Source: an optimization exercise on an open RTL-to-GDS flow (aim: a short achievable clock period and few clock cycles). Production flows keep margins and buffers that such runs may drop. Only simulation tests tie the RTL to the original design; equivalence was not proved.

==> flow/design.v (excerpt) <==
module armSystem (
  input  wire         clk,
  input  wire         reset,
  input  wire         loadEn,
  input  wire  [31:0] loadAdr,
  input  wire  [31:0] loadData,
  output logic        memWrite,
  output logic [31:0] dataAdr,
  output logic [31:0] writeData
);
For scale: ~9400 cells after synthesis, ~130 I/O pins, about 0.15 sq mm of cells after synthesis.
clock: 16.0 ns
lec_check: 0
cap_margin: 20
core_margin: 2
core_utilization: 30
slew_margin: 20
run.sh (not shown) runs the stock make flow with config.mk's settings and CLKGATE_MAP_FILE= SYNTH_SCRIPT=/design/flow/synth_recipe.tcl, a recipe that flattens the netlist after the stock synthesis.
Testbench counts at the start, summed over its fixed seeds: cycles 36,291.
==> next run, changes <==
ABC_CLOCK_PERIOD_IN_PS = 3000   (was default)
- The new run produced a clean layout
- clock skew does not change
- global-route usage does not change
- worst hold slack does not change
- die area does not change
- cell area does not change
- via count stays the same
- synthesized cell count stays the same
- maximum frequency stays the same
- cell count stays the same

--- another note on this design; it stands on its own ---

==> inputs of job 9323 <==
==> flow/design.v (excerpt) <==
module armSystem (
  input  wire         clk,
  input  wire         reset,
  input  wire         loadEn,
  input  wire  [31:0] loadAdr,
  input  wire  [31:0] loadData,
  output logic        memWrite,
  output logic [31:0] dataAdr,
  output logic [31:0] writeData
);
export LEC_CHECK = 0
export CAP_MARGIN = 20
export CORE_MARGIN = 2
export CORE_UTILIZATION = 30
export PLACE_DENSITY = 0.4
export SLEW_MARGIN = 20
create_clock -name core_clock -period 16.0 [get_ports {clk}]
standard.sh (not shown) runs the stock make flow with config.mk's settings and CLKGATE_MAP_FILE= SYNTH_SCRIPT=/design/flow/synth_recipe.tcl, a recipe that flattens the netlist after the stock synthesis.
==> flow/flow/run.sh <==
#!/bin/bash
set -euo pipefail
bash standard.sh SETUP_SLACK_MARGIN=12 finish > standard_flow.log 2>&1
==> inputs of job 6580, as changes to job 9323 <==
--- a/flow/design.v
+++ b/flow/design.v
@@ -290,23 +290,22 @@
       4'b1100: condPass = ~flagZ & (flagN == flagV);
       4'b1101: condPass = flagZ | (flagN != flagV);
       4'b1110: condPass = 1'b1;
       default: condPass = 1'b0;
     endcase
   end
-  logic stallE, stallD, exE, liveE;
+  logic stallD, exE, liveE;
   logic eRedirect, collide, brWrong;
   logic [31:0] eTarget, dTarget, pcEff, pcNext;
   logic [5:0]  idxNext;
   logic [63:0] selNext;
-  assign stallE = vE && mulSW && (condE != 4'b1110);
-  assign liveE  = vE && !stallE && !pcWW;
+  assign liveE  = vE && !pcWW;
   assign exE    = liveE && condPass;
-  assign stallD = stallE ||
-                  (vD && exE && (isLdE || isMulE) && !pcDstE &&
-                   ((useAD && (raD == rdE)) || (useBD && (rbD == rdE))));
+  assign stallD = vD && ((exE && (isLdE || isMulE) && !pcDstE &&
+                          ((useAD && (raD == rdE)) || (useBD && (rbD == rdE)))) ||
+                         ((condD != 4'b1110) && exE && mulSE));
   assign brWrong = liveE && isBrE && (condPass != predE);
   assign collide = exE && isStE &&
                    ((sum[7:2] == idxF) || (sum[7:2] == wordD));
   assign eRedirect = brWrong || collide;
   assign eTarget   = (brWrong && !predE) ? brTgtE : pc4E;
   assign dTarget   = pc8D + immD;
@@ -407,13 +406,12 @@
       pcF  <= pcNext;
       idxF <= idxNext;
       selF <= selNext;
       if (pcWW || eRedirect) begin
         vD <= 1'b0;
         vE <= 1'b0;
-      end else if (stallE) begin
       end else if (stallD) begin
         vE <= 1'b0;
       end else begin
         vD <= !wrongD;
         vE <= vD;
       end
@@ -451,13 +449,13 @@
       opMovD <= isDpF && (cmdF == 4'b1101);
       opMvnD <= isDpF && (cmdF == 4'b1111);
       logicD <= isDpF && logicF;
     end
   end
   always_ff @(posedge clk) begin
-    if (!stallE) begin
+    begin
       condE  <= condD;
       pc4E   <= pc4D;
       brTgtE <= dTarget;
       aE     <= valA;
       bE     <= (bImmD ? immD : valB) ^ {32{subD}};
       sdE    <= valB;
==> summary.md <==
The tools report the flip-flop and latch area as 111000 um^2. The count of nets left with antenna violations once routing finished came out at 2. The run finished, with violations left. The checks that failed: antenna rules.

The tools report the number of fillers in the final layout as 55667.
[end of results for job 6580]
==> summary.md <==
The flow ran to the end, but the layout failed its checks. The reasons given for failing layout checks are antenna rules. The number of fillers in the final layout came out at 56844. The logs give 114000 um^2 for the flip-flop and latch area and 3 for the final antenna-violating net count.
[end of results for job 9323]
Testbench counts of job 9323, summed over its fixed seeds: cycles 34,797.
Testbench counts of job 6580, summed over its fixed seeds: cycles 34,797.

re-timing with driven ports:
The flow's constraints put no driver on any port. The routed layouts listed below were extracted and timed again, unchanged, in two steps.
Step 1: set_driving_cell puts a clkbuf_16 on clk and a buf_2 on each other input, an assumption about the parent block.
Step 2 times the ports against the registers' clock, not the clock port: input delays grow and output delays shrink by t, the midpoint of the rising clock arrivals with the driver on.
Three values: no drivers, after step 1, after step 2; two values: the first two.
| run | t, ns | slack for setup (ns) | worst hold slack (ns) | worst setup path after step 2 | latest minus earliest clock arrival (ns) |
|---|---|---|---|---|---|
| the first run of note 1 | 0.970 | 7.755 / 7.755 / 7.755 | 0.347 / 0.347 / 0.347 | register to register | 0.094 / 0.095 |
| the second run of note 1 | 0.970 | 7.755 / 7.755 / 7.755 | 0.347 / 0.347 / 0.347 | register to register | 0.094 / 0.095 |
| job 9323 | 1.205 | 11.068 / 10.934 / 10.692 | 0.420 / 0.420 / 0.420 | input to register | 0.187 / 0.188 |
| job 6580 | 1.226 | 11.182 / 11.038 / 10.648 | 0.340 / 0.340 / 0.340 | input to register | 0.189 / 0.189 |
The setup slack of job 6580, which loses most, moves by -0.144 ns with the drivers and by -0.534 ns with both steps.
